Background: an optimization exercise with open tools, aiming at small area, a short achievable clock period and few clock cycles per item. Do not read the settings as production practice.
At most, simulation tests tie the RTL to the original design; equivalence was not proved.
Function not checked in runs 1 to 5: the RTL went through the layout flow alone.
Power is estimated from default activity; no workload was simulated.

File: run.sh
#!/bin/bash
# synth_recipe.tcl (not shown) runs the flow's synth.tcl, then flattens the netlist and writes it again
# the make line also repeats each setting of config.mk as NAME=value (left out here)
make -C /OpenROAD-flow-scripts/flow DESIGN_CONFIG=/design/flow/config.mk WORK_HOME=/design/flow/orfs CLKGATE_MAP_FILE= SYNTH_SCRIPT=/design/flow/synth_recipe.tcl finish
File: config.mk
export PLATFORM = sky130hd
export DESIGN_NAME = seg_top
export DESIGN_NICKNAME = seg_top
export VERILOG_FILES = /design/flow/design.v
export SDC_FILE = /design/flow/constraint.sdc
export NUM_CORES = 4
export LEC_CHECK = 0
export ABC_CLOCK_PERIOD_IN_PS = 2000
export CAP_MARGIN = 20
export CORE_MARGIN = 2
export CORE_UTILIZATION = 60
export CTS_BUF_LIST = sky130_fd_sc_hd__clkbuf_16
export CTS_CLUSTER_DIAMETER = 60
export CTS_CLUSTER_SIZE = 24
export SETUP_SLACK_MARGIN = 5
export SLEW_MARGIN = 20
export SYNTH_MEMORY_MAX_BITS = 16384
File: constraint.sdc
create_clock -name core_clock -period 8.0 [get_ports {clk}]
set_input_delay 1.6000 -clock core_clock [delete_from_list [all_inputs] [get_ports {clk}]]
set_output_delay 1.6000 -clock core_clock [all_outputs]
set_load 0.01 [all_outputs]
File: design.v
package seg_geom_pkg;
    localparam int IMG_W       = 16;
    localparam int IMG_H       = 16;
    localparam int NUM_CH      = 3;
    localparam int NUM_PIX     = IMG_W * IMG_H;
    localparam int NUM_BYTES   = NUM_PIX * NUM_CH;
    localparam int NUM_CLASSES = 4;
    typedef logic [7:0] pix_idx_t;
    typedef logic [1:0] label_t;
    typedef logic [7:0] pixel_t;
endpackage
package seg_ctrl_pkg;
    localparam int MEM_ADDR_W      = 20;
    localparam int WORDS_PER_FRAME = 192;
endpackage
`timescale 1ns/1ns
module frame_ram (
    input  logic       clk,
    input  logic       shift,
    input  logic [3:0] pair_in,      
    input  logic [7:0] raddr,
    output logic [1:0] rdata
);
    logic [511:0] mem;
    always_ff @(posedge clk) begin
        if (shift) begin
            mem <= {pair_in, mem[511:4]};
        end
    end
    logic [7:0]  dlo;
    logic [15:0] dhi;
    logic [3:0]  grp [0:15];
    logic [3:0]  rd;
    logic [3:0]  pair_q;
    logic        odd_q;
    always_comb begin
        for (int k = 0; k < 8; k++) begin
            dlo[k] = (raddr[3:1] == 3'(k));
        end
        for (int i = 0; i < 16; i++) begin
            dhi[i] = (raddr[7:4] == 4'(i));
        end
        for (int i = 0; i < 16; i++) begin
            grp[i] = 4'b0000;
            for (int k = 0; k < 8; k++) begin
                grp[i] = grp[i] | ({4{dlo[k]}} & mem[4*(8*i+k) +: 4]);
            end
        end
        rd = 4'b0000;
        for (int i = 0; i < 16; i++) begin
            rd = rd | ({4{dhi[i]}} & grp[i]);
        end
    end
    always_ff @(posedge clk) begin
        pair_q <= rd;
        odd_q  <= raddr[0];
    end
    assign rdata = odd_q ? pair_q[3:2] : pair_q[1:0];
endmodule
`timescale 1ns/1ns
module class_cmp (
    input  logic [7:0] r,
    input  logic [7:0] g,
    input  logic [7:0] b,
    output logic [2:0] mx        
);
    function automatic logic ge8(input logic [7:0] x, input logic [7:0] y);
        logic c;
        c = 1'b1;
        for (int i = 0; i < 8; i++) begin
            c = (x[i] & ~y[i]) | (x[i] & c) | (~y[i] & c);
        end
        ge8 = c;
    endfunction
    logic r_ge_g, r_ge_b, g_ge_b;
    assign r_ge_g = ge8(r, g);
    assign r_ge_b = ge8(r, b);
    assign g_ge_b = ge8(g, b);
    assign mx[0] = r_ge_g && r_ge_b;
    assign mx[1] = !r_ge_g && g_ge_b;
    assign mx[2] = !mx[0] && !mx[1];
endmodule
module class_sort (
    input  logic [7:0] r,
    input  logic [7:0] g,
    input  logic [7:0] b,
    input  logic [2:0] mx,       
    output logic [7:0] m,        
    output logic [7:0] a1,       
    output logic [7:0] b1
);
    assign m  = ({8{mx[0]}} & r) | ({8{mx[1]}} & g) | ({8{mx[2]}} & b);
    assign a1 = ({8{mx[0]}} & g) | ({8{!mx[0]}} & r);
    assign b1 = ({8{mx[2]}} & g) | ({8{!mx[2]}} & b);
endmodule
module class_scorer (
    input  logic [7:0] m,        
    input  logic [7:0] a1,
    input  logic [7:0] b1,
    input  logic [1:0] mx,       
    output logic [1:0] lbl
);
    function automatic logic over(input logic [7:0] x, input logic [7:0] y, input logic [7:0] z);
        logic [10:0] p, q, s, k;
        logic [10:0] cc;
        logic c;
        integer i;
        p = 11'd0;
        q = 11'd0;
        for (i = 0; i < 8; i = i + 1) begin
            p[i]   = x[i] ^ y[i] ^ ~z[i];
            q[i+1] = (x[i] & y[i]) | (x[i] & ~z[i]) | (y[i] & ~z[i]);
        end
        cc = 11'd668;
        s = 11'd0;
        k = 11'd0;
        for (i = 0; i < 10; i = i + 1) begin
            s[i]   = p[i] ^ q[i] ^ cc[i];
            k[i+1] = cc[i] ? (p[i] | q[i]) : (p[i] & q[i]);
        end
        c = 1'b0;
        for (i = 0; i < 10; i = i + 1) begin
            c = (s[i] & k[i]) | (s[i] & c) | (k[i] & c);
        end
        over = c | k[10];
    endfunction
    always_comb begin
        if (over(a1, b1, m)) lbl = 2'd3;
        else if (mx[0])      lbl = 2'd0;
        else if (mx[1])      lbl = 2'd1;
        else                 lbl = 2'd2;
    end
endmodule
`timescale 1ns/1ns
module seg_top (
    input  logic                                clk,
    input  logic                                rst,
    input  logic                                start_process,
    output logic                                processing_done,
    output logic                                mem_req,
    output logic [seg_ctrl_pkg::MEM_ADDR_W-1:0] mem_addr,
    input  logic                                mem_ack,
    input  logic [31:0]                         mem_rdata,
    input  seg_geom_pkg::pix_idx_t              label_addr,
    output seg_geom_pkg::label_t                label,
    output logic [9:0]                          leds
);
    logic        busy;        
    logic        flag;        
    logic [7:0]  waddr;       
    logic [2:0]  wph;         
    logic        got;         
    logic        v1, v2;      
    logic [1:0]  ph1, ph2;    
    logic        last1, last2;  
    logic [23:0] pa;          
    logic [23:0] pb;          
    logic [23:0] sa, sb;      
    logic [1:0]  xa, xb;      
    logic [1:0]  pend;        
    logic        shift;       
    logic [3:0]  pair_in;     
    assign got = mem_req && mem_ack;
    always_ff @(posedge clk or posedge rst) begin
        if (rst) begin
            busy    <= 1'b0;
            flag    <= 1'b0;
            mem_req <= 1'b0;
            waddr   <= '0;
            wph     <= 3'b001;
            v1      <= 1'b0;
            ph1     <= '0;
            last1   <= 1'b0;
            v2      <= 1'b0;
            ph2     <= '0;
            last2   <= 1'b0;
        end else begin
            v1    <= got;
            ph1   <= wph[2:1];
            last1 <= got && (waddr == 8'(seg_ctrl_pkg::WORDS_PER_FRAME - 1));
            v2    <= v1;
            ph2   <= ph1;
            last2 <= v1 && last1;
            if (!busy) begin
                if (start_process) begin
                    busy    <= 1'b1;
                    flag    <= 1'b0;
                    mem_req <= 1'b1;
                    waddr   <= '0;
                    wph     <= 3'b001;
                end
            end else begin
                if (got) begin
                    waddr <= waddr + 1'b1;
                    wph   <= {wph[1:0], wph[2]};
                    if (waddr == 8'(seg_ctrl_pkg::WORDS_PER_FRAME - 1)) begin
                        mem_req <= 1'b0;
                    end
                end
                if (v2 && last2) begin
                    busy <= 1'b0;
                    flag <= 1'b1;
                end
            end
        end
    end
    logic [15:0] h;
    logic [23:0] na;
    assign h = pb[23:8];
    always_comb begin
        na = ({24{wph[0]}} & mem_rdata[23:0])
           | ({24{wph[1]}} & {mem_rdata[15:0], h[15:8]})
           | ({24{wph[2]}} & {mem_rdata[7:0], h});
    end
    always_ff @(posedge clk) begin
        pa <= na;
        if (got) begin
            pb <= mem_rdata[31:8];
        end
    end
    logic [2:0] mxa, mxb;
    logic [7:0] ma, a1a, b1a, mb, a1b, b1b;
    class_cmp  u_cmp_a  (.r(pa[7:0]), .g(pa[15:8]), .b(pa[23:16]), .mx(mxa));
    class_sort u_sort_a (.r(pa[7:0]), .g(pa[15:8]), .b(pa[23:16]), .mx(mxa),
                         .m(ma), .a1(a1a), .b1(b1a));
    class_cmp  u_cmp_b  (.r(pb[7:0]), .g(pb[15:8]), .b(pb[23:16]), .mx(mxb));
    class_sort u_sort_b (.r(pb[7:0]), .g(pb[15:8]), .b(pb[23:16]), .mx(mxb),
                         .m(mb), .a1(a1b), .b1(b1b));
    always_ff @(posedge clk) begin
        sa <= {ma, a1a, b1a};
        xa <= mxa[1:0];
        sb <= {mb, a1b, b1b};
        xb <= mxb[1:0];
    end
    logic [1:0] la, lb;
    class_scorer u_cls_a (.m(sa[23:16]), .a1(sa[15:8]), .b1(sa[7:0]), .mx(xa), .lbl(la));
    class_scorer u_cls_b (.m(sb[23:16]), .a1(sb[15:8]), .b1(sb[7:0]), .mx(xb), .lbl(lb));
    always_ff @(posedge clk) begin
        if (v2 && ph2 == 2'd0) begin
            pend <= la;
        end
    end
    assign shift   = v2 && (ph2 != 2'd0);
    assign pair_in = ph2[0] ? {la, pend} : {lb, la};
    frame_ram u_label_ram (
        .clk     (clk),
        .shift   (shift),
        .pair_in (pair_in),
        .raddr   (label_addr),
        .rdata   (label)
    );
    assign processing_done = !busy;
    assign mem_addr        = {12'b0, waddr};
    assign leds            = {7'b0, flag, 1'b0, busy};
endmodule
==> impl_metrics.csv, run 1 <==
group,metric,value,unit
status,outcome,"no timing/DRC/antenna violations",
power,p_leak,9.20,nW
layout,finalNonFillerCells,2309,
clock_tree,cts.sinks,641,
worst_setup_path,crit_path_end_kind,"flop",
yosys,synth_cell_types,68,
power,p_per_area,271,nW/um2
timing,fin_tns_setup,0,ns
worst_setup_path,crit_required,8.48,ns
route,avgViaCountPerCell,6.50,
global_routing,grt_overflow,0,
yosys,synthArstFlopShare,0.0343,
placement,io_buffers,57,
timing,hold_viol_final,0,
worst_setup_path,crit_family,"simple AND/OR/NAND/NOR gates",
timing,clock_skew,0.0291,ns
yosys,ys_seq_area_frac,0.711,
clock_tree,cts_buffer_depth,3,
layout,final_common_cell,"edfxtp_1",
route,drcViolationCount,0,
floorplan,fp.dieW,211,um
layout,fin_nets,1811,
layout,drive_above_1_share,0.181,
clock_tree,clock-root-buffer,"clkbuf_16",
global_routing,grt_pass1_wl,90300,um
worst_setup_path,crit_buf_inv,2,
worst_setup_path,cp-start-kind,"primary input",
route,wl,60200,um
global_routing,grt_pass1_vias,14900,
yosys,synthCells,1639,
floorplan,design.core.area,42100,um2
floorplan,dieArea,44600,um2
layout,final_cell_mix,"538 x edfxtp_1, 119 x inv_1, 81 x nand2_1",
floorplan,initial_utilization,0.612,
worst_setup_path,arrival,3.83,ns
yosys,synth_area,25800,um2
timing,fmax,298,MHz
timing,final-setup-viol-count,0,
timing,timing_worst_slew_pin_value,1.12,ns
clock_tree,cts.clk_slew.worst_paths,0.09,ns
global_routing,grt_usage,0.272,
yosys,synth_top_area_share,0.627,
timing,fin_crit,3.35,ns
route,wl_per_cell,26.1,um
placement,dp.cells,2173,
floorplan,ios,78,
worst_setup_path,max_stage_delay,0.51,ns
worst_setup_path,critical_path_peak_fanout,14,
yosys,synth_warnings,5,
worst_hold_path,worstHoldPathType,"flop to flop",
worst_setup_path,cp_cell_sequence,"bufbuf_16 -> nor2b_4 -> buf_12 -> a221o_1 -> a222oi_1 -> o22ai_1 -> or4_1 -> or4_1",
clock_tree,worstSkewPairLatency,0.60,ns
timing,whs,0.356,ns
flow_run,maxCapViolations,0,
route,num_vias,15000,
clock_tree,cts_tree,"built",
timing,fin_crit_sh,0.419,
yosys,synth_edf_count,538,
worst_setup_path,crit_slowest_cell,"or4_1",
yosys,synth_area_per_cell,15.7,um2
floorplan,die_h,211,um
layout,antenna_cells,0,
yosys,ys_ff_latch,641,
floorplan,rows,75,
global_routing,grt_max_degree,215,
clock_tree,cts_buffers,40,
timing,rsz0062_at_grt,"yes",
placement,gp_congestion,0.923,
yosys,synth_ff_type,"edfxtp_1",
yosys,ys_top_cells_by_area,"edfxtp_1 63%, dfxtp_1 6.3%, mux4_2 4.2%, mux2_2 2.1%, a221oi_1 2.1%",
route,dr.pass1.iters,9,
timing,maxSlewViolCount,0,
clock_tree,h-tree-depth,2,
power,ir_worst_vdd,0.000262,V
route,drt_iter0_markers,1959,
worst_setup_path,crit_path_frequent_cell,"or4_1",
worst_setup_path,critical_path_class,"primary input to flop",
layout,n_fill_cell,2786,
global_routing,antenna_found_initial,0,
route,ant_nets,0,
layout,area_growth,14.1,%
placement,place_hpwl,35900,um
yosys,synth_area_leader_cell,"edfxtp_1",
timing,slew_headroom,0.255,
-- metal layers --
layer	up-vias	wire length, um	track usage
met1	7610	24400	0.375
met5	-	0	0
met4	0	2120	0.113
met3	124	4200	0.0384
li1	6578	-	-
met2	688	29500	0.440
-- metrics by stage --
step | power (W) | worst slack [ns] | util | area, um2
6_report | 0.00798 | 4.65 | 0.698 | 29400
3_5_place_dp | 0.00569 | 3.07 | 0.635 | 26800
2_1_floorplan | 0.00530 | 3.42 | - | 26000
4_1_cts | 0.00799 | 4.72 | 0.692 | 29200
5_1_grt | 0.00833 | 4.60 | 0.698 | 29400
3_3_place_gp | 0.00567 | 3.11 | 0.635 | 26800
-- cell usage after synthesis (31+ instances only) --
cell and number:
dfxtp_1 81, o21ai_0 49, inv_1 118, a21oi_1 44, nand2_1 83, mux2i_1 52
o22ai_1 31, a22oi_1 37, clkbuf_1 37, mux4_2 48, edfxtp_1 538, a221oi_1 61
nor2_1 61, mux2_2 49
-- worst paths after layout --
kind	endpoint	cells after the start	startpoint	slack [ns]
hold reg to reg	ph2[0]	0	ph1[0]	0.36
hold / removal	ph2[0]	0	ph1[0]	0.36
setup reg to reg	sa[4]	7	pa[9]	5.18
max in group asynchronous	busy	2	rst	5.97
min in group asynchronous	flag	2	rst	1.48
setup / recovery	u_label_ram.pair_q[0]	8	label_addr[2]	4.65
-- what timing repair did --
item	in CTS	in global routing
pin swaps	9	13
gates cloned	12	3
endpoints found under the setup margin	61	248
hold buffers	0	0
hold endpoints to repair	0	0
buffers inserted	39	10
gates resized for setup	113	27
-- area by class of cell --
class,count,area (um2),area share
Tap cell,539,674,0.0229
Inverter,120,459,0.0156
Multi-Input combinational cell,800,6860,0.233
Sequential cell,641,18300,0.623
Clock inverter,30,300,0.0102
Clock buffer,42,1050,0.0357
Timing Repair Buffer,137,1730,0.0588
-- power breakdown --
group / internal (W) / switching (W) / leakage, nW / total (W)
clock network: 0.00104 / 0.00118 / 0.663 / 0.00223
registers: 0.00392 / 0.000191 / 4.77 / 0.00411
logic: 0.000675 / 0.000965 / 3.77 / 0.00164
total: 0.00564 / 0.00234 / 9.20 / 0.00798
-- cells by family (layout without fill, tap and decap cells) --
group                      count (synthesis)  count (layout)  share of synthesized area
muxes                                    150             150                     0.0840
xor gates and xnor gates                   6               6                    0.00204
AOI/OAI and AO/OA                        338             338                     0.0981
buffers and inverters                    218             329                     0.0382
adders and majority gates                 38              38                     0.0215
DFF                                      641             641                      0.711
other                                      1              20                   0.000145
and+or+nand+nor                          247             248                     0.0451
-- state kept, by name, indices dropped and copies added (netlist names), 3 cells and up --
| signal | count |
|---|---|
| u_label_ram.mem | 512 |
| pb | 24 |
| sa | 24 |
| pa | 24 |
| sb | 24 |
| u_label_ram.pair_q | 4 |
| waddr | 8 |
| wph | 3 |
==> run 2, diff against run 1 <==
--- a/config.mk
+++ b/config.mk
@@ -6,5 +6,4 @@
 export NUM_CORES = 4
 export LEC_CHECK = 0
-export ABC_CLOCK_PERIOD_IN_PS = 2000
 export CAP_MARGIN = 20
 export CORE_MARGIN = 2
@@ -13,5 +12,5 @@
 export CTS_CLUSTER_DIAMETER = 60
 export CTS_CLUSTER_SIZE = 24
-export SETUP_SLACK_MARGIN = 5
+export SETUP_SLACK_MARGIN = 4.6
 export SLEW_MARGIN = 20
 export SYNTH_MEMORY_MAX_BITS = 16384
==> run 2 against run 1 <==
Compared with the run above:
- still clean
- setup slack lost 0.094 ns
- cell count down 1.3%
- global-route usage shrank 1.0 points
- fmax down 2.7%
- area after synthesis stayed put
- worst hold slack about the same
- critical path type unchanged
- critical endpoint unchanged
- largest power group unchanged
==> impl_metrics.csv, run 2 <==
group,metric,value,unit
global_routing,grt_usage,0.261,
floorplan,die_h,211,um
route,avgViaCountPerCell,6.47,
floorplan,rows,75,
clock_tree,clock-root-buffer,"clkbuf_16",
timing,clock_skew,0.0264,ns
clock_tree,cts_hold_buf,0,
global_routing,grt_pass1_wl,86800,um
layout,final_cell_mix,"538 x edfxtp_1, 122 x inv_1, 82 x nand2_1",
layout,fin_nets,1778,
route,drcViolationCount,0,
global_routing,grt_pass1_vias,14100,
timing,fin_tns_setup,0,ns
layout,final_common_cell,"edfxtp_1",
layout,n_fill_cell,2828,
power,p_per_area,276,nW/um2
yosys,synth_cell_types,68,
timing,fin_crit_sh,0.431,
placement,gp_congestion,0.920,
worst_setup_path,crit_path_end_kind,"flop",
route,dr.pass1.iters,8,
yosys,synth_warnings,5,
yosys,synth_ff_type,"edfxtp_1",
layout,post-route-cell-area,28900,um2
timing,rsz0062_at_grt,"yes",
timing,fmax,290,MHz
route,drt_iter0_markers,1941,
yosys,synthArstFlopShare,0.0343,
worst_setup_path,max_stage_delay,0.60,ns
worst_hold_path,worstHoldPathType,"flop to flop",
timing,maxSlewViolCount,0,
worst_setup_path,crit_buf_inv,1,
clock_tree,worstSkewPairLatency,0.60,ns
worst_setup_path,critical_path_class,"primary input to flop",
timing,setup_ws,4.55,ns
yosys,synth_common_cells,"538 x edfxtp_1, 118 x inv_1, 83 x nand2_1",
floorplan,ios,78,
power,ir_worst_vdd,0.000336,V
floorplan,design.core.area,42100,um2
yosys,ys_ff_latch,641,
layout,area_growth,12.2,%
global_routing,antenna_found_initial,0,
timing,hold_viol_final,0,
placement,io_buffers,57,
global_routing,grt_overflow,0,
layout,drive_above_1_share,0.144,
placement,place_ws,2.98,ns
clock_tree,h-tree-depth,2,
clock_tree,cts_tree,"built",
worst_setup_path,arrival,3.92,ns
placement,placed_area,26800,um2
placement,dp.cells,2175,
worst_setup_path,crit_family,"simple AND/OR/NAND/NOR gates",
yosys,synth_area,25800,um2
yosys,ys_top_cells_by_area,"edfxtp_1 63%, dfxtp_1 6.3%, mux4_2 4.2%, mux2_2 2.1%, a221oi_1 2.1%",
timing,fin_crit,3.45,ns
worst_setup_path,crit_required,8.47,ns
route,ant_nets,0,
clock_tree,cts.clk_slew.worst_paths,0.09,ns
floorplan,initial_utilization,0.612,
route,wl,58200,um
worst_setup_path,critical_path_peak_fanout,7,
placement,place_hpwl,36000,um
clock_tree,cts.sinks,641,
power,total_power,0.00798,W
timing,timing_worst_slew_pin_value,1.15,ns
floorplan,fp.dieW,211,um
timing,final-setup-viol-count,0,
yosys,synth_area_leader_cell,"edfxtp_1",
route,wl_per_cell,25.5,um
yosys,synth_top_area_share,0.627,
power,p_leak,8.99,nW
floorplan,dieArea,44600,um2
clock_tree,cts_buffers,42,
timing,slew_headroom,0.231,
worst_setup_path,crit_path_frequent_cell,"or4_1",
flow_run,maxCapViolations,0,
layout,largest_reg_flops,512,
yosys,yosysMostFrequentCell,"edfxtp_1",
yosys,synth_edf_count,538,
worst_setup_path,cp_cell_sequence,"clkdlybuf4s50_1 -> nor2b_1 -> nand2_1 -> o22ai_1 -> or4_1 -> or4_1",
worst_setup_path,cp-start-kind,"primary input",
yosys,synth_area_per_cell,15.7,um2
layout,top_register,"u_label_ram.mem",
global_routing,grt_max_degree,196,
yosys,synthCells,1639,
layout,finalNonFillerCells,2280,
status,outcome,"no timing/DRC/antenna violations",
worst_setup_path,crit_slowest_cell,"clkdlybuf4s50_1",
clock_tree,cts_buffer_depth,3,
route,num_vias,14700,
yosys,ys_seq_area_frac,0.711,
[run 2: changes by cell type in the layout (fill, tap and decap cells not counted), sizes merged]
cell / previous run / this run
and2: 13 / 12
buf: 76 / 39
bufinv: 1 / 0
clkbuf: 44 / 50
clkdlybuf4s15: 1 / 0
clkdlybuf4s50: 40 / 52
clkinv: 10 / 8
clkinvlp: 5 / 2
diode: 0 / 1
dlygate4sd2: 11 / 2
inv: 134 / 140
[run 2: logic make-up (layout without fill, tap and decap cells)]
logic type / after synthesis / in the layout / share of synthesized area
muxes: 150 / 150 / 0.0840
xor gates and xnor gates: 6 / 6 / 0.00204
AOI/OAI and AO/OA: 338 / 338 / 0.0981
and+or+nand+nor: 247 / 247 / 0.0451
buffers and inverters: 218 / 300 / 0.0382
DFF: 641 / 641 / 0.711
other: 1 / 21 / 0.000145
adders and majority gates: 38 / 38 / 0.0215
[run 2: routing by layer]
metal	GRT usage	share of wire	up-vias
met4	0.0746	0.029	0
met5	0	0	-
met3	0.0471	0.081	110
met2	0.422	0.48	699
met1	0.370	0.41	7423
li1	-	-	6509
[run 2: path summary, 6_finish.rpt]
check | start | end | slack (ns) | cells after the start
setup / recovery | label_addr[6] | u_label_ram.pair_q[0] | 4.55 | 6
hold / removal | ph1[0] | ph2[0] | 0.36 | 0
setup reg to reg | sa[3] | u_label_ram.mem[511] | 4.91 | 10
hold reg to reg | ph1[0] | ph2[0] | 0.36 | 0
max in group asynchronous | rst | busy | 5.95 | 2
min in group asynchronous | rst | ph1[1] | 1.48 | 2
[run 2: worst reg2reg max path: stages (launching register included)]
cell and delay [ns]:
dfxtp_1 0.32, fa_1 0.53, inv_1 0.05, ha_1 0.28, a211oi_1 0.23, o21ai_0 0.11
o22ai_1 0.20, a221oi_1 0.11, a2bb2oi_1 0.17, maj3_1 0.50, a32oi_1 0.38
[run 2: layout make-up]
cell class,instances,area [um2],area share
Sequential cell,641,18300,0.634
Antenna cell,1,2.50,0.0000865
Multi-Input combinational cell,799,6630,0.229
Tap cell,539,674,0.0233
Clock inverter,30,280,0.00969
Clock buffer,47,1180,0.0407
Inverter,120,453,0.0157
Timing Repair Buffer,103,1370,0.0474
[run 2: repair_timing]
action,4_1_cts,5_1_grt
cloned,8,3
buffers inserted,0,16
endpoints found under the setup margin,6,3
pin swaps,0,4
hold endpoints to repair,0,0
resized for setup,44,12
[run 2: metrics by stage]
step,utilization,hold slack [ns]
5_1_grt,0.686,0.367
3_3_place_gp,0.635,0.333
4_1_cts,0.680,0.359
3_5_place_dp,0.635,0.335
6_report,0.686,0.356
2_1_floorplan,-,0.331
[run 2: power by group]
part	internal, W	leakage, nW	total [W]	switching (W)
combinational	0.000618	3.51	0.00154	0.000923
sequential	0.00392	4.77	0.00413	0.000202
clock	0.00112	0.722	0.00232	0.00120
total	0.00566	8.99	0.00798	0.00232
==> run 3, diff against run 2 <==
--- a/config.mk
+++ b/config.mk
@@ -12,5 +12,6 @@
 export CTS_CLUSTER_DIAMETER = 60
 export CTS_CLUSTER_SIZE = 24
-export SETUP_SLACK_MARGIN = 4.6
+export PLACE_DENSITY = 0.8
+export SETUP_SLACK_MARGIN = 5
 export SLEW_MARGIN = 20
 export SYNTH_MEMORY_MAX_BITS = 16384
==> run 3 against run 2 <==
Compared with the run above:
- count of clock-buffer cells in the layout fell by 6
- design area up 0.55%
- sequential cell count unchanged
- die area stayed put
- critical path depth is 4 higher
- clock power shrank 7%
- sequential share of layout area is 0.33 points lower
- routed wire length grew 0.34%
- global-route usage is 0.21 points lower
- first-iteration DRC count is 19% higher
- combinational power rose by 4%
==> impl_metrics.csv, run 3 <==
group,metric,value,unit
timing,final-setup-viol-count,0,
status,outcome,"no timing/DRC/antenna violations",
timing,setup_ws,4.75,ns
clock_tree,cts.sinks,641,
route,ant_nets,0,
yosys,synth_area_leader_cell,"edfxtp_1",
power,p_leak,9.11,nW
worst_setup_path,critical_path_class,"primary input to flop",
worst_setup_path,cp-start-kind,"primary input",
yosys,ys_seq_area_frac,0.711,
route,drcViolationCount,0,
yosys,synth_edf_count,538,
clock_tree,h-tree-depth,2,
yosys,synthArstFlopShare,0.0343,
route,drt_iter0_markers,2314,
worst_setup_path,crit_path_end_kind,"flop",
timing,maxSlewViolCount,0,
global_routing,grt_pass1_vias,15100,
route,dr.pass1.iters,10,
placement,gp_congestion,0.886,
timing,clock_skew,0.0328,ns
worst_hold_path,whs_path_depth,0,
timing,rsz0062_at_grt,"yes",
floorplan,dieArea,44600,um2
floorplan,design.core.area,42100,um2
yosys,synth_area,25800,um2
timing,fmax,307,MHz
route,wl_per_cell,25.4,um
global_routing,grt_max_degree,180,
power,ir_worst_vdd,0.000391,V
timing,fin_crit,3.25,ns
yosys,synth_cell_types,68,
worst_setup_path,critical_path_peak_fanout,12,
route,num_vias,15400,
clock_tree,cts_buffer_depth,3,
flow_run,maxCapViolations,0,
yosys,synth_common_cells,"538 x edfxtp_1, 118 x inv_1, 83 x nand2_1",
power,total_power,0.00787,W
yosys,synthCells,1639,
yosys,synth_area_per_cell,15.7,um2
worst_setup_path,arrival,3.75,ns
global_routing,antenna_found_initial,0,
placement,place_ws,3.07,ns
global_routing,grt_usage,0.259,
worst_hold_path,worstHoldPathType,"flop to flop",
yosys,ys_ff_latch,641,
placement,io_buffers,57,
timing,slew_headroom,0.282,
worst_setup_path,rr_endpoint,"sb[5]",
clock_tree,cts_tree,"built",
placement,place_hpwl,34600,um
route,avgViaCountPerCell,6.69,
floorplan,ios,78,
layout,top_register,"u_label_ram.mem",
yosys,yosysMostFrequentCell,"edfxtp_1",
worst_setup_path,ff2ff_path_depth,7,
clock_tree,worstSkewPairLatency,0.61,ns
timing,hold_viol_final,0,
timing,fin_crit_sh,0.407,
yosys,ys_top_cells_by_area,"edfxtp_1 63%, dfxtp_1 6.3%, mux4_2 4.2%, mux2_2 2.1%, a221oi_1 2.1%",
layout,antenna_cells,0,
layout,area_growth,12.8,%
timing,whs,0.363,ns
route,wl,58400,um
yosys,synth_top_area_share,0.627,
worst_hold_path,min_from,"ph1[1]",
layout,fin_util,0.690,
layout,largest_reg_flops,512,
global_routing,grt_overflow,0,
worst_setup_path,crit_required,8.49,ns
floorplan,rows,75,
layout,final_cell_mix,"538 x edfxtp_1, 128 x inv_1, 80 x nand2_1, 80 x dfxtp_1, 59 x nor2_1",
worst_setup_path,r2r-start,"pb[16]",
clock_tree,clock-root-buffer,"clkbuf_16",
global_routing,grt_pass1_wl,87000,um
floorplan,initial_utilization,0.612,
clock_tree,cts_buffers,39,
clock_tree,cts.clk_slew.worst_paths,0.10,ns
yosys,synth_warnings,5,
layout,fin_nets,1805,
layout,final_common_cell,"edfxtp_1",
layout,drive_above_1_share,0.166,
floorplan,die_h,211,um
timing,timing_worst_slew_pin_value,1.08,ns
worst_hold_path,hold_path_end,"ph2[1]",
floorplan,fp.dieW,211,um
worst_setup_path,r2r_setup_slack,5.18,ns
yosys,synth_ff_type,"edfxtp_1",
clock_tree,cts_hold_buf,0,
timing,fin_tns_setup,0,ns
power,p_per_area,271,nW/um2
run 3: cell counts after synthesis:
Identical to the previous run, type by type.
run 3: through the flow:
step                cell area [um2]  std cells
floorplan                     26000       1658
global placement              26800       2178
detailed placement            26800       2178
CTS                           28800       2292
global route                  29100       2303
finish                        29100       2303
run 3: what timing repair did:
action / 4_1_cts / 5_1_grt
resized for setup: 94 / 28
pin swaps: 3 / 4
endpoints found under the setup margin: 96 / 116
buffers inserted: 34 / 9
cloned: 9 / 2
run 3: logic make-up after synthesis:
| group | share of synthesized area |
|---|---|
| AOI/OAI and AO/OA | 0.0981 |
| xor gates and xnor gates | 0.00204 |
| adders and majority gates | 0.0215 |
| buffers and inverters | 0.0382 |
| DFF | 0.711 |
| muxes | 0.0840 |
| other | 0.000145 |
| and+or+nand+nor | 0.0451 |
run 3: cell type report:
type	count	area (um2)
clock buffer	41	1030
clock inverter	30	263
fill	2660	13100
inverter	120	453
multi-input combinational	800	6760
sequential	641	18300
tap	539	674
timing repair buffer	132	1560
run 3: where the power goes:
part           total (W)  internal [W]  leakage, nW  switching [W]
Combinational    0.00160      0.000648         3.68       0.000950
Sequential       0.00411       0.00392         4.76       0.000193
Clock            0.00216      0.000986        0.666        0.00117
run 3: routing by layer:
metal,up-vias,GRT usage,part of all wire
met5,-,0,0
met1,7579,0.343,0.37
met3,229,0.0602,0.11
met4,0,0.130,0.053
met2,1026,0.408,0.47
li1,6563,-,-
run 3: worst max-delay path by stage:
stage	slack [ns]	startpoint	end	depth (start not counted)
after floorplan	3.42	ph2[0]	u_label_ram.mem[0]	1
after global placement	3.16	label_addr[1]	u_label_ram.pair_q[0]	9
after detailed placement	3.07	label_addr[1]	u_label_ram.pair_q[0]	7
after CTS	4.77	label_addr[2]	u_label_ram.pair_q[2]	8
after global routing	4.72	label_addr[3]	u_label_ram.pair_q[2]	9
final	4.75	label_addr[1]	u_label_ram.pair_q[0]	10
run 3: worst max-delay path: stages:
cell and delay, ns:
buf_16 0.13, buf_16 0.13, buf_4 0.11, inv_1 0.03
buf_4 0.21, a221oi_2 0.20, o22a_1 0.20, o22ai_1 0.08
or4_1 0.52, or4_1 0.50
==> run 4, diff against run 3 <==
--- a/config.mk
+++ b/config.mk
@@ -12,6 +12,6 @@
 export CTS_CLUSTER_DIAMETER = 60
 export CTS_CLUSTER_SIZE = 24
-export PLACE_DENSITY = 0.8
 export SETUP_SLACK_MARGIN = 5
 export SLEW_MARGIN = 20
+export SYNTH_HIERARCHICAL = 1
 export SYNTH_MEMORY_MAX_BITS = 16384
==> run 4 against run 3 <==
Compared with the run above:
- sequential cell count stayed put
- setup slack better by 0.038 ns
- global-route usage is 7.0 points higher
- clock power is 7% higher
- synthesized cell count is 3.7% higher
- sequential power is 4% higher
- non-clock buffer count is 22 higher
- core utilization is 2.2 points higher
- critical path type unchanged
==> impl_metrics.csv, run 4 <==
group,metric,value,unit
status,outcome,"no timing/DRC/antenna violations",
yosys,synthCells,1700,
power,p_per_area,279,nW/um2
global_routing,grt_max_degree,199,
power,power_switching,0.00251,W
yosys,synth_top_family_by_area,"compound AO/OA/AOI/OAI gates",
worst_setup_path,crit_path_end_kind,"flop",
clock_tree,cts.clk_slew.worst_paths,0.09,ns
worst_setup_path,r2r_setup_slack,5.21,ns
layout,fin_util,0.712,
worst_setup_path,arrival,3.78,ns
placement,place_ws,2.95,ns
layout,top_register,"u_label_ram.mem",
global_routing,grt_pass1_wl,106000,um
clock_tree,cts_tree,"built",
layout,post-route-cell-area,30000,um2
timing,hold_viol_final,0,
clock_tree,clock-root-buffer,"clkbuf_16",
layout,area_growth,16.8,%
yosys,synth_top_area_share,0.629,
worst_setup_path,crit_required,8.56,ns
global_routing,grtUsageMet3,0.0821,
clock_tree,cts_hold_buf,0,
worst_setup_path,r2r-start,"pb[12]",
power,power_frac_clock,0.278,
layout,final_cell_mix,"538 x edfxtp_1, 124 x a22oi_1, 108 x inv_1",
floorplan,design.core.area,42100,um2
yosys,synth_edf_count,538,
clock_tree,h-tree-depth,2,
global_routing,grt_usage,0.330,
yosys,synth_xor_area_frac,0.000341,
yosys,synth_simple_gate_area_frac,0.0589,
worst_setup_path,rr_endpoint,"sb[11]",
worst_hold_path,worstHoldPathType,"flop to flop",
yosys,synth_warnings,11,
layout,largest_reg_flops,512,
timing,rsz0062_at_grt,"yes",
yosys,synth_cell_types,80,
layout,n_fill_cell,2788,
placement,place_hpwl,40500,um
yosys,ys_ff_latch,641,
yosys,synth_common_cells,"538 x edfxtp_1, 178 x a22oi_1, 107 x inv_1",
timing,fin_crit,3.22,ns
route,drcViolationCount,0,
yosys,synthMuxAreaShare,0.0170,
power,total_power,0.00837,W
timing,clock_skew,0.0362,ns
timing,slew_headroom,0.194,
floorplan,rows,75,
power,pwr-share-comb,0.212,
timing,setup_ws,4.78,ns
power,intPower,0.00586,W
power,ir_worst_vdd,0.000546,V
floorplan,fp.dieW,211,um
global_routing,use_met1,0.435,
power,seq_power_share,0.510,
global_routing,top_usage_layer,"met2",
route,num_vias,17000,
placement,gp_congestion,0.865,
route,dr.pass1.iters,9,
flow_run,maxCapViolations,0,
timing,fin_tns_setup,0,ns
route,ant_nets,0,
global_routing,grt_overflow,0,
clock_tree,worstSkewPairLatency,0.61,ns
worst_setup_path,crit_end,"u_label_ram.pair_q[0]",
floorplan,die_h,211,um
worst_setup_path,ff2ff_path_depth,7,
timing,maxSlewViolCount,0,
layout,drive_above_1_share,0.221,
power,switching_share,0.300,
worst_setup_path,critical_path_peak_fanout,20,
route,avgViaCountPerCell,7.17,
layout,final_common_cell,"edfxtp_1",
yosys,yosysMostFrequentCell,"edfxtp_1",
worst_setup_path,crit_start,"label_addr[7]",
timing,fmax,311,MHz
placement,io_buffers,57,
yosys,ys_seq_area_frac,0.714,
placement,placed_area,26700,um2
timing,timing_worst_slew_pin_value,1.21,ns
yosys,synth_ff_type,"edfxtp_1",
global_routing,antenna_found_initial,1,
layout,fin_nets,1866,
yosys,synth_area_leader_cell,"edfxtp_1",
route,wl,74600,um
global_routing,grt_pass1_vias,16400,
yosys,synth_area,25700,um2
yosys,synthArstFlopShare,0.0343,
worst_setup_path,cp-start-kind,"primary input",
worst_setup_path,critical_path_class,"primary input to flop",
floorplan,dieArea,44500,um2
clock_tree,cts.sinks,641,
yosys,synth_area_per_cell,15.1,um2
power,p_leak,9.14,nW
floorplan,initial_utilization,0.610,
timing,fin_crit_sh,0.402,
yosys,synthAdderAreaFrac,0.0189,
global_routing,grt_util_met2,0.521,
clock_tree,cts_buffers,41,
yosys,synth_compound_area_frac,0.147,
timing,final-setup-viol-count,0,
floorplan,ios,78,
clock_tree,cts_buffer_depth,3,
route,wl_per_cell,31.5,um
yosys,ys_top_cells_by_area,"edfxtp_1 63%, dfxtp_1 6.3%, a22oi_1 5.2%, a221oi_1 3.0%, dfrtp_1 2.0%",
route,drt_iter0_markers,2810,
## run 4: how the worst min path moves through the flow
stage	startpoint	to	slack [ns]	depth (start not counted)
floorplan	ph1[0]	ph2[0]	0.33	0
global placement	ph1[0]	ph2[0]	0.33	0
detailed placement	ph1[0]	ph2[0]	0.34	0
CTS	ph1[0]	ph2[0]	0.35	0
global route	ph1[0]	ph2[0]	0.36	0
finish	ph1[0]	ph2[0]	0.35	0
## run 4: routing by layer
layer	vias to the layer above	routed length, um
li1	7045	-
met1	8442	26900
met2	1235	34500
met3	264	9110
met4	0	4100
met5	-	0
## run 4: power groups by stage
stage / Clock (W) / Sequential [W] / Combinational (W)
6_report: 0.00232 / 0.00427 / 0.00178
5_1_grt: 0.00246 / 0.00430 / 0.00195
4_1_cts: 0.00235 / 0.00426 / 0.00175
3_5_place_dp: 0 / 0.00434 / 0.00165
3_3_place_gp: 0 / 0.00433 / 0.00161
2_1_floorplan: 0 / 0.00429 / 0.00132
## run 4: final cells by class
class | count | area [um2] | share of cell area
flip-flops and latches | 641 | 18300 | 0.611
multi-input cells | 849 | 7230 | 0.241
repair buffers | 154 | 1930 | 0.0643
clock buffers | 43 | 1080 | 0.0359
well taps | 539 | 674 | 0.0225
inverters | 108 | 415 | 0.0138
clock inverters | 33 | 338 | 0.0113
diodes | 3 | 7.51 | 0.000250
## run 4: timing repair
action,4_1_cts,5_1_grt
gates cloned,16,5
pin swaps,38,25
setup buffers,49,12
gates resized for setup,191,59
setup endpoints to repair,18,31
## run 4: critical path: stages
cell      delay, ns
clkbuf_4       0.27
nor4bb_1       0.65
nand2_1        0.49
o22ai_1        0.46
nor3_1         0.10
nand3_1        0.09
or4_1          0.11
## run 4: Yosys stat by module, one instance, submodules excluded
module	cells inside	copies in the design	area, um2	flip-flops and latches
frame_ram	1112	1	19500	517
seg_top	268	1	3790	124
class_scorer	54	2	438	0
class_cmp	69	2	434	0
class_sort	37	2	343	0
## run 4: stage by stage
step	hold slack, ns	cells
5_1_grt	0.364	2367
3_3_place_gp	0.333	2208
4_1_cts	0.354	2350
6_report	0.355	2370
2_1_floorplan	0.331	1719
3_5_place_dp	0.336	2209
## run 4: kinds of logic (layout without fill, tap and decap cells)
kind of cell | Yosys count | in the layout
xor gates and xnor gates | 1 | 1
adders and majority gates | 31 | 31
other | 1 | 23
AOI/OAI and AO/OA | 483 | 483
and+or+nand+nor | 270 | 275
buffers and inverters | 234 | 338
DFF | 641 | 641
muxes | 39 | 39
==> run 5, diff against run 4 <==
--- a/config.mk
+++ b/config.mk
@@ -10,8 +10,8 @@
 export CORE_UTILIZATION = 60
 export CTS_BUF_LIST = sky130_fd_sc_hd__clkbuf_16
-export CTS_CLUSTER_DIAMETER = 60
-export CTS_CLUSTER_SIZE = 24
+export CTS_CLUSTER_DIAMETER = 70
+export CTS_CLUSTER_SIZE = 28
+export PLACE_DENSITY = 0.8
 export SETUP_SLACK_MARGIN = 5
 export SLEW_MARGIN = 20
-export SYNTH_HIERARCHICAL = 1
 export SYNTH_MEMORY_MAX_BITS = 16384
==> run 5 against run 4 <==
Compared with the run above:
- still clean
- highest routed layer unchanged
- area after synthesis grew 0.36%
- core utilization shrank 1.6 points
- fmax shrank 1.8%
- critical endpoint unchanged
- global-route usage shrank 6.2 points
- critical path type unchanged
- power shrank 6.4%
- register-to-register slack lost 0.02 ns
==> impl_metrics.csv, run 5 <==
group,metric,value,unit
status,outcome,"no timing/DRC/antenna violations",
placement,dp.cells,2178,
yosys,synth_compound_area_frac,0.0981,
timing,timing_worst_slew_pin_value,1.08,ns
yosys,synth_top_area_share,0.627,
placement,place_hpwl,34600,um
layout,antenna_cells,0,
layout,drive_above_1_share,0.182,
yosys,synth_area_leader_cell,"edfxtp_1",
layout,final_common_cell,"edfxtp_1",
timing,slew_headroom,0.279,
clock_tree,h-tree-depth,2,
yosys,synth_simple_gate_area_frac,0.0451,
timing,fin_crit_sh,0.409,
timing,hold_viol_final,0,
yosys,synth_cell_types,68,
floorplan,ios,78,
yosys,synth_top_family_by_area,"compound AO/OA/AOI/OAI gates",
yosys,yosysMostFrequentCell,"edfxtp_1",
worst_setup_path,critical_path_class,"primary input to flop",
route,drt_iter0_markers,2162,
floorplan,dieArea,44600,um2
worst_setup_path,crit_path_end_kind,"flop",
yosys,synth_warnings,5,
timing,final-setup-viol-count,0,
layout,area_growth,13.8,%
yosys,synth_ff_type,"edfxtp_1",
worst_setup_path,crit_required,8.48,ns
yosys,ys_top_cells_by_area,"edfxtp_1 63%, dfxtp_1 6.3%, mux4_2 4.2%, mux2_2 2.1%, a221oi_1 2.1%",
route,num_vias,15700,
worst_setup_path,arrival,3.75,ns
floorplan,initial_utilization,0.612,
layout,top_register,"u_label_ram.mem",
worst_hold_path,whs_path_depth,0,
route,wl,60400,um
floorplan,die_h,211,um
power,switching_share,0.293,
worst_setup_path,cp_cell_sequence,"buf_16 -> buf_16 -> buf_4 -> mux4_2 -> mux2i_2 -> o22ai_1 -> or4_1 -> or4_1",
worst_setup_path,cp-start-kind,"primary input",
power,p_per_area,267,nW/um2
yosys,synthAdderAreaFrac,0.0215,
yosys,synth_common_cells,"538 x edfxtp_1, 118 x inv_1, 83 x nand2_1",
floorplan,design.core.area,42100,um2
placement,gp_congestion,0.886,
clock_tree,cts.clk_slew.worst_paths,0.10,ns
global_routing,use_met1,0.345,
global_routing,grt_max_degree,180,
yosys,synthCells,1639,
power,seq_power_share,0.525,
timing,fin_tns_setup,0,ns
worst_setup_path,crit_family,"simple AND/OR/NAND/NOR gates",
yosys,synthArstFlopShare,0.0343,
power,p_leak,9.18,nW
yosys,ys_seq_area_frac,0.711,
yosys,synth_area_per_cell,15.7,um2
yosys,synth_xor_area_frac,0.00204,
power,power_frac_clock,0.267,
worst_setup_path,ff2ff_path_depth,7,
clock_tree,cts_buffer_depth,3,
worst_setup_path,max_stage_delay,0.49,ns
layout,largest_reg_flops,512,
clock_tree,worstSkewPairLatency,0.59,ns
global_routing,antenna_found_initial,0,
timing,fmax,305,MHz
worst_setup_path,rr_endpoint,"sb[0]",
route,ant_nets,0,
clock_tree,cts_buffers,35,
clock_tree,cts.sinks,641,
global_routing,grt_usage,0.267,
yosys,synthMuxAreaShare,0.0840,
timing,rsz0062_at_grt,"yes",
layout,fin_nets,1811,
global_routing,grt_util_met2,0.426,
layout,fin_util,0.697,
flow_run,maxCapViolations,0,
timing,clock_skew,0.0324,ns
floorplan,fp.dieW,211,um
clock_tree,clock-root-buffer,"clkbuf_16",
power,pwr-share-comb,0.208,
global_routing,grt_pass1_wl,89800,um
yosys,ys_ff_latch,641,
power,ir_worst_vdd,0.000389,V
clock_tree,cts_tree,"built",
layout,finalNonFillerCells,2302,
worst_hold_path,worstHoldPathType,"flop to flop",
worst_setup_path,r2r-start,"pb[16]",
global_routing,grt_pass1_vias,15300,
global_routing,grtUsageMet3,0.0627,
floorplan,rows,75,
worst_setup_path,crit_slowest_cell,"or4_1",
worst_hold_path,min_from,"ph1[1]",
timing,fin_crit,3.27,ns
route,dr.pass1.iters,9,
route,wl_per_cell,26.2,um
power,intPower,0.00554,W
layout,final_cell_mix,"538 x edfxtp_1, 119 x inv_1, 82 x nand2_1",
global_routing,top_usage_layer,"met2",
yosys,synth_area,25800,um2
route,drcViolationCount,0,
yosys,synth_edf_count,538,
worst_setup_path,r2r_setup_slack,5.19,ns
worst_setup_path,critical_path_peak_fanout,10,
power,power_switching,0.00230,W
placement,io_buffers,57,
worst_hold_path,hold_path_end,"ph2[1]",
worst_setup_path,crit_buf_inv,3,
timing,maxSlewViolCount,0,
route,avgViaCountPerCell,6.84,
global_routing,grt_overflow,0,
run 5: area by class of cell:
class / instances / area (um2)
tap: 539 / 674
inverter: 120 / 453
fill: 2590 / 12800
timing repair buffer: 142 / 1750
clock buffer: 35 / 876
multi-input combinational: 800 / 6920
sequential: 641 / 18300
clock inverter: 25 / 337
run 5: kinds of logic after synthesis:
group	Yosys count
AOI/OAI and AO/OA	338
xor gates and xnor gates	6
adders and majority gates	38
buffers and inverters	218
DFF	641
muxes	150
other	1
and+or+nand+nor	247
run 5: how the worst max path moves through the flow:
stage	startpoint	endpoint	cells after the start
final	label_addr[2]	u_label_ram.pair_q[0]	8
after global routing	label_addr[2]	u_label_ram.pair_q[0]	9
after CTS	label_addr[2]	u_label_ram.pair_q[0]	9
after detailed placement	label_addr[1]	u_label_ram.pair_q[0]	7
after global placement	label_addr[1]	u_label_ram.pair_q[0]	9
after floorplan	ph2[0]	u_label_ram.mem[0]	1
run 5: timing repair:
action / CTS / global route
gates resized for setup: 131 / 31
hold buffers: 0 / 0
cloned: 13 / 1
setup buffers: 45 / 5
setup endpoints to repair: 97 / 116
pin swaps: 11 / 10
run 5: power by group through the flow:
| stage | Combinational [W] | Clock [W] | Sequential, W |
|---|---|---|---|
| after floorplan | 0.00117 | 0 | 0.00414 |
| after global placement | 0.00144 | 0 | 0.00418 |
| after detailed placement | 0.00148 | 0 | 0.00419 |
| after CTS | 0.00157 | 0.00211 | 0.00411 |
| after global routing | 0.00180 | 0.00223 | 0.00414 |
| final | 0.00163 | 0.00209 | 0.00412 |
run 5: metal layers:
metal / share of wire / vias up / routed length (um)
li1: - / 6547 / -
met1: 0.36 / 7778 / 22000
met2: 0.47 / 1134 / 28600
met3: 0.10 / 285 / 6290
met4: 0.058 / 0 / 3490
met5: 0 / - / 0
run 5: worst reg2reg max path, delay by kind of cell, from the launching register on:
family | cells | cell delay (ns)
AO/OA/AOI/OAI | 3 | 1.14
multiplexers | 1 | 0.39
adder cells (fa/ha/maj) | 1 | 0.33
AND/OR/NAND/NOR | 2 | 0.35
flip-flops | 1 | 0.49
run 5: per-stage QoR:
stage	worst slack (ns)	cell area [um2]	hold slack, ns	total power, W
after CTS	4.77	29100	0.368	0.00779
final	4.73	29400	0.368	0.00784
after global routing	4.68	29400	0.382	0.00817
after detailed placement	3.07	26800	0.337	0.00567
after global placement	3.16	26800	0.333	0.00562
after floorplan	3.42	26000	0.331	0.00530
==> run 6, diff against run 5 <==
--- a/design.v
+++ b/design.v
@@ -33,5 +33,5 @@
     logic [3:0]  rd;
     logic [3:0]  pair_q;
-    logic        odd_q;
+    logic [1:0]  half_q;         
     always_comb begin
         for (int k = 0; k < 8; k++) begin
@@ -54,7 +54,7 @@
     always_ff @(posedge clk) begin
         pair_q <= rd;
-        odd_q  <= raddr[0];
-    end
-    assign rdata = odd_q ? pair_q[3:2] : pair_q[1:0];
+        half_q <= {raddr[0], !raddr[0]};
+    end
+    assign rdata = ({2{half_q[0]}} & pair_q[1:0]) | ({2{half_q[1]}} & pair_q[3:2]);
 endmodule
 `timescale 1ns/1ns
--- a/config.mk
+++ b/config.mk
@@ -10,6 +10,6 @@
 export CORE_UTILIZATION = 60
 export CTS_BUF_LIST = sky130_fd_sc_hd__clkbuf_16
-export CTS_CLUSTER_DIAMETER = 70
-export CTS_CLUSTER_SIZE = 28
+export CTS_CLUSTER_DIAMETER = 60
+export CTS_CLUSTER_SIZE = 24
 export PLACE_DENSITY = 0.8
 export SETUP_SLACK_MARGIN = 5
==> run 6 against run 5 <==
Compared with the run above:
- power is 2.2% higher
- die area is 0.56% higher
- still clean on timing, DRC and antenna
- first-iteration DRC count up 1.7%
- cell count up 2.0%
- worst hold slack worse by 0.022 ns
- highest routed layer unchanged
- routed wire length fell by 1.6%
- register-to-register slack worse by 0.03 ns
- design area is essentially flat
==> impl_metrics.csv, run 6 <==
group,metric,value,unit
route,avgViaCountPerCell,6.58,
placement,io_buffers,57,
floorplan,design.core.area,42900,um2
yosys,synth_area_leader_cell,"edfxtp_1",
yosys,synth_area,25900,um2
yosys,synth_edf_count,538,
floorplan,rows,76,
placement,gp_congestion,0.907,
status,outcome,"no timing/DRC/antenna violations",
layout,largest_reg_flops,512,
layout,final_cell_mix,"538 x edfxtp_1, 120 x inv_1, 80 x nand2_1",
route,drt_iter0_markers,2199,
timing,final-setup-viol-count,0,
floorplan,die_h,212,um
yosys,ys_top_cells_by_area,"edfxtp_1 62%, dfxtp_1 6.3%, mux4_2 3.2%, mux2i_1 2.6%, a221oi_1 2.4%",
layout,fin_nets,1809,
floorplan,dieArea,44900,um2
power,p_per_area,273,nW/um2
floorplan,ios,78,
route,dr.pass1.iters,9,
yosys,synthMuxAreaShare,0.0819,
clock_tree,cts_hold_buf,0,
clock_tree,cts_tree,"built",
worst_setup_path,crit_start,"label_addr[1]",
yosys,synth_simple_gate_area_frac,0.0457,
route,wl,59500,um
floorplan,fp.dieW,212,um
timing,hold_viol_final,0,
timing,fin_crit,3.16,ns
yosys,synthArstFlopShare,0.0343,
yosys,synth_xor_area_frac,0.00203,
timing,maxSlewViolCount,0,
worst_setup_path,crit_required,8.48,ns
yosys,synth_top_family_by_area,"compound AO/OA/AOI/OAI gates",
clock_tree,worstSkewPairLatency,0.60,ns
route,wl_per_cell,25.3,um
global_routing,grt_usage,0.262,
layout,seq_area,18400,um2
yosys,synth_top_area_share,0.623,
layout,antenna_cells,0,
layout,n_fill_cell,2740,
layout,drive_above_1_share,0.171,
yosys,ys_seq_area_frac,0.708,
floorplan,initial_utilization,0.605,
worst_setup_path,cp-start-kind,"primary input",
yosys,synth_compound_area_frac,0.102,
clock_tree,cts_buffer_depth,3,
layout,area_growth,13.1,%
route,ant_nets,0,
route,num_vias,15400,
clock_tree,clock-root-buffer,"clkbuf_16",
timing,fmax,316,MHz
global_routing,grt_pass1_vias,14900,
timing,rsz0062_at_grt,"yes",
global_routing,grt_max_degree,212,
flow_run,maxCapViolations,0,
layout,final_common_cell,"edfxtp_1",
worst_hold_path,worstHoldPathType,"flop to flop",
yosys,synth_common_cells,"538 x edfxtp_1, 119 x inv_1, 82 x dfxtp_1",
timing,clock_skew,0.0361,ns
layout,multi_input_area,7020,um2
yosys,synth_cell_types,64,
timing,whs,0.346,ns
timing,fin_tns_setup,0,ns
power,ir_worst_vdd,0.000187,V
clock_tree,cts.sinks,642,
yosys,synth_ff_type,"edfxtp_1",
clock_tree,h-tree-depth,2,
worst_setup_path,critical_path_peak_fanout,10,
layout,fin_util,0.684,
timing,timing_worst_slew_pin_value,1.16,ns
yosys,synthCells,1659,
yosys,ys_ff_latch,642,
layout,top_register,"u_label_ram.mem",
worst_setup_path,arrival,3.65,ns
yosys,synth_warnings,5,
global_routing,grt_pass1_wl,88100,um
clock_tree,cts_buffers,40,
timing,fin_crit_sh,0.396,
global_routing,grt_overflow,0,
worst_hold_path,min_from,"ph1[0]",
worst_setup_path,critical_path_class,"primary input to flop",
timing,slew_headroom,0.226,
clock_tree,cts.clk_slew.worst_paths,0.09,ns
yosys,yosysMostFrequentCell,"edfxtp_1",
route,drcViolationCount,0,
worst_setup_path,r2r-start,"pb[16]",
worst_setup_path,crit_path_end_kind,"flop",
placement,place_hpwl,35000,um
yosys,synthAdderAreaFrac,0.0215,
power,p_leak,9.17,nW
global_routing,antenna_found_initial,0,
yosys,synth_area_per_cell,15.6,um2
run 6: layer usage:
metal / routed length [um] / GRT usage
met1: 22700 / 0.357
met2: 28000 / 0.418
met3: 5870 / 0.0463
met4: 2880 / 0.118
met5: 0 / 0
run 6: final cells by class:
cell class	instances	area share
flip-flops and latches	642	0.626
multi-input cells	818	0.239
repair buffers	116	0.0481
clock buffers	43	0.0367
well taps	585	0.0250
inverters	120	0.0155
clock inverters	25	0.00934
run 6: what timing repair did:
item / 4_1_cts / 5_1_grt
buffers inserted: 21 / 12
gates cloned: 8 / 1
endpoints found under the setup margin: 22 / 12
pin swaps: 2 / 8
gates resized for setup: 96 / 43
run 6: worst max-delay path, cell delays in order:
cell     delay [ns]
buf_16         0.14
buf_4          0.18
mux4_2         0.51
mux2i_1        0.39
o22ai_1        0.20
nor2_1         0.14
nand4_1        0.09
or3_1          0.38
run 6: path summary, 6_finish.rpt:
check                      cells after the start  slack (ns)                    end
setup / recovery                               8        4.84  u_label_ram.pair_q[1]
hold / removal                                 0        0.35                 ph2[0]
setup reg to reg                               7        5.16                  sb[0]
hold reg to reg                                0        0.35                 ph2[0]
max in group asynchronous                      2        5.99               waddr[3]
min in group asynchronous                      2        1.47                   flag
run 6: per-stage QoR:
step	setup slack, ns	power [W]	cells	area [um2]
floorplan	3.42	0.00541	1678	26200
global placement	3.36	0.00568	2239	27000
finish	4.84	0.00801	2349	29300
detailed placement	3.27	0.00573	2239	27000
CTS	4.89	0.00801	2336	29000
global route	4.83	0.00833	2349	29300
run 6: power breakdown:
group	internal [W]	leakage, nW	switching, W
combinational	0.000676	3.73	0.000969
sequential	0.00393	4.77	0.000197
clock	0.00108	0.668	0.00115
run 6: logic make-up (layout without fill, tap and decap cells):
family | Yosys count | after routing
other | 1 | 20
muxes | 155 | 155
adders and majority gates | 38 | 38
AOI/OAI and AO/OA | 348 | 348
DFF | 642 | 642
and+or+nand+nor | 251 | 251
buffers and inverters | 218 | 304
xor gates and xnor gates | 6 | 6
Testbench counts of run 6, summed over its fixed seeds: cycles 30,810, frames 64.
==> run 7, diff against run 6 <==
==> flow/run.sh (new file) <==
#!/bin/bash
# Layout flow: the standard ORFS flow (standard.sh) unchanged, except that the port
# buffers that global placement inserts are buf_2 cells (a fast, small buffer) instead of
# the flow's default pick. Each tool's output goes to a log file in this folder; ORFS also
# keeps its per-step logs under orfs/logs/.
set -euo pipefail
bash standard.sh synth > synth.log 2>&1
bash standard.sh "BUFFER_PORTS_ARGS=-buffer_cell sky130_fd_sc_hd__buf_2" finish > layout.log 2>&1
==> standard.sh (new file) <==
#!/bin/bash
# synth_recipe.tcl (not shown) runs the flow's synth.tcl, then flattens the netlist and writes it again
# the make line also repeats each setting of config.mk as NAME=value (left out here)
make -C /OpenROAD-flow-scripts/flow DESIGN_CONFIG=/design/flow/config.mk WORK_HOME=/design/flow/orfs CLKGATE_MAP_FILE= SYNTH_SCRIPT=/design/flow/synth_recipe.tcl "${@:-finish}"
removed: run.sh
==> run 7 against run 6 <==
Compared with the run above:
- core utilization is 0.82 points lower
- synthesized cell count is the same
- setup slack improved by 0.020 ns
- critical path type unchanged
- critical endpoint is now u_label_ram.pair_q[0]
- largest cell class unchanged
- largest power group unchanged
==> impl_metrics.csv, run 7 <==
group,metric,value,unit
flow_run,maxCapViolations,0,
timing,fmax,318,MHz
clock_tree,cts_buffer_depth,3,
global_routing,grt_max_degree,212,
layout,largest_reg_flops,512,
global_routing,antenna_found_initial,0,
power,power_frac_clock,0.278,
timing,fin_crit_sh,0.393,
floorplan,ios,78,
worst_setup_path,ff2ff_path_depth,7,
floorplan,dieArea,44900,um2
clock_tree,cts_hold_buf,0,
yosys,synth_warnings,5,
global_routing,grt_overflow,0,
yosys,ys_seq_area_frac,0.708,
layout,finalNonFillerCells,2349,
power,seq_power_share,0.518,
layout,top_register,"u_label_ram.mem",
worst_setup_path,crit_path_end_kind,"flop",
global_routing,grt_pass1_vias,15100,
layout,fin_nets,1803,
timing,final-setup-viol-count,0,
route,avgViaCountPerCell,6.61,
yosys,synthCells,1659,
route,dr.pass1.iters,8,
timing,timing_worst_slew_pin_value,1.21,ns
power,switching_share,0.293,
worst_setup_path,critical_path_peak_fanout,11,
clock_tree,cts_tree,"built",
worst_setup_path,critical_path_class,"primary input to flop",
placement,io_buffers,57,
global_routing,grt_pass1_wl,89500,um
yosys,synth_edf_count,538,
floorplan,design.core.area,42900,um2
power,intPower,0.00563,W
clock_tree,h-tree-depth,2,
yosys,synth_ff_type,"edfxtp_1",
yosys,synth_cell_types,64,
route,drt_iter0_markers,2165,
floorplan,die_h,212,um
placement,gp_congestion,0.929,
yosys,synth_common_cells,"538 x edfxtp_1, 119 x inv_1, 82 x dfxtp_1",
worst_hold_path,whs_path_depth,0,
layout,area_growth,11.7,%
clock_tree,clock-root-buffer,"clkbuf_16",
status,outcome,"no timing/DRC/antenna violations",
timing,fin_tns_setup,0,ns
floorplan,rows,76,
yosys,ys_ff_latch,642,
layout,final_common_cell,"edfxtp_1",
clock_tree,cts.sinks,642,
power,power_switching,0.00234,W
timing,slew_headroom,0.190,
floorplan,fp.dieW,212,um
yosys,synth_area,25900,um2
worst_hold_path,worstHoldPathType,"flop to flop",
yosys,synth_area_per_cell,15.6,um2
placement,dp.cells,2241,
timing,rsz0062_at_grt,"yes",
power,ir_worst_vdd,0.000260,V
layout,final_cell_mix,"538 x edfxtp_1, 125 x inv_1, 82 x dfxtp_1",
floorplan,initial_utilization,0.605,
power,p_leak,9.11,nW
route,wl,59800,um
timing,hold_viol_final,0,
worst_setup_path,cp-start-kind,"primary input",
clock_tree,cts_buffers,40,
yosys,ys_top_cells_by_area,"edfxtp_1 62%, dfxtp_1 6.3%, mux4_2 3.2%, mux2i_1 2.6%, a221oi_1 2.4%",
route,wl_per_cell,25.5,um
layout,antenna_cells,0,
yosys,yosysMostFrequentCell,"edfxtp_1",
yosys,synth_top_area_share,0.623,
timing,clock_skew,0.0393,ns
route,ant_nets,0,
clock_tree,cts.clk_slew.worst_paths,0.09,ns
yosys,synthArstFlopShare,0.0343,
timing,maxSlewViolCount,0,
timing,fin_crit,3.14,ns
power,pwr-share-comb,0.204,
placement,place_hpwl,35200,um
clock_tree,worstSkewPairLatency,0.61,ns
worst_setup_path,arrival,3.63,ns
global_routing,grt_usage,0.266,
route,drcViolationCount,0,
route,num_vias,15500,
layout,drive_above_1_share,0.187,
yosys,synth_area_leader_cell,"edfxtp_1",
worst_setup_path,crit_required,8.48,ns
power,p_per_area,275,nW/um2
-- run 7: layer usage --
metal  vias to the layer above  routed length, um  GRT usage
li1                       6578                  -          -
met1                      7699              22600      0.355
met2                      1078              28300      0.428
met3                       180               6240     0.0534
met4                         0               2670      0.119
met5                         -                  0          0
-- run 7: timing repair --
action	4_1_cts	5_1_grt
resized for setup	79	15
setup endpoints to repair	76	79
setup buffers	12	9
pin swaps	3	9
cloned	10	2
-- run 7: cell type report --
type / instances / area (um2)
well taps: 585 / 732
repair inverters: 1 / 5.00
inverters: 120 / 462
multi-input cells: 819 / 6930
fillers: 2787 / 13900
clock buffers: 41 / 1030
flip-flops and latches: 642 / 18300
clock inverters: 33 / 322
repair buffers: 108 / 1150
-- run 7: kinds of logic (layout without fill, tap and decap cells) --
kind of cell | Yosys count | after routing | synth area share
adders and majority gates | 38 | 38 | 0.0215
other | 1 | 20 | 0.000145
xor gates and xnor gates | 6 | 6 | 0.00203
muxes | 155 | 155 | 0.0819
AOI/OAI and AO/OA | 348 | 349 | 0.102
buffers and inverters | 218 | 303 | 0.0392
DFF | 642 | 642 | 0.708
and+or+nand+nor | 251 | 251 | 0.0457
-- run 7: critical path, cell delays in order --
cell and delay, ns:
buf_16 0.15, buf_16 0.15, nor2b_4 0.13, buf_8 0.13
a221oi_2 0.24, a21oi_1 0.06, o21ai_1 0.20, o21ai_2 0.09
or4_1 0.46, or4_1 0.41
-- run 7: power by group through the flow --
stage / registers, W / clock network (W) / logic [W]
floorplan: 0.00414 / 0 / 0.00127
global placement: 0.00418 / 0 / 0.00146
detailed placement: 0.00419 / 0 / 0.00151
CTS: 0.00412 / 0.00225 / 0.00159
global route: 0.00416 / 0.00235 / 0.00178
finish: 0.00413 / 0.00222 / 0.00163
-- run 7: through the flow --
stage / total power [W] / instance area (um2) / hold slack, ns / util / setup WS, ns
2_1_floorplan: 0.00541 / 26200 / 0.331 / - / 3.42
3_5_place_dp: 0.00571 / 26700 / 0.340 / 0.623 / 3.33
6_report: 0.00797 / 29000 / 0.356 / 0.676 / 4.86
3_3_place_gp: 0.00564 / 26700 / 0.334 / 0.623 / 3.38
5_1_grt: 0.00828 / 29000 / 0.353 / 0.676 / 4.82
4_1_cts: 0.00796 / 28800 / 0.354 / 0.671 / 4.91
-- run 7: worst paths after layout --
check / endpoint / slack (ns) / from
max: u_label_ram.pair_q[0] / 4.86 / label_addr[3]
min: ph2[0] / 0.36 / ph1[0]
max reg2reg: sb[4] / 5.11 / pb[16]
min reg2reg: ph2[0] / 0.36 / ph1[0]
max in group asynchronous: last2 / 6.34 / rst
min in group asynchronous: waddr[7] / 1.16 / rst

-- what the ideal ports hide --
In the flow no input, the clock included, has a driving cell. The finished layouts below were timed again as built, in two steps.
Step 1 sets driving cells, clkbuf_16 on the clock port and buf_2 on the other inputs (assumed; they add their load-dependent delay and slew).
Step 2, shift: input delay + t, output delay - t, t = (earliest + latest rising clock arrival at the registers) / 2. This alone moves slack from input paths to output paths.
a / b / c = ideal ports / drivers / drivers and shift; a / b = the first two.
run | t (ns) | slack for setup (ns) | worst setup path after step 2 | clock arrival spread, ns
run 1 | 0.637 | 4.649 / 4.495 / 3.857 | input to register | 0.041 / 0.041
run 2 | 0.639 | 4.554 / 4.478 / 3.839 | input to register | 0.030 / 0.030
run 3 | 0.638 | 4.745 / 4.470 / 3.832 | input to register | 0.034 / 0.034
run 4 | 0.651 | 4.783 / 4.806 / 4.155 | input to register | 0.043 / 0.043
run 5 | 0.624 | 4.725 / 4.386 / 3.762 | input to register | 0.034 / 0.034
run 6 | 0.635 | 4.835 / 4.676 / 4.041 | input to register | 0.040 / 0.039
run 7 | 0.639 | 4.855 / 4.721 / 4.082 | input to register | 0.040 / 0.039
After both steps every run listed still meets setup and hold. For run 5, which loses most, drivers alone change the setup slack by -0.339 ns; drivers and shift together by -0.963 ns.
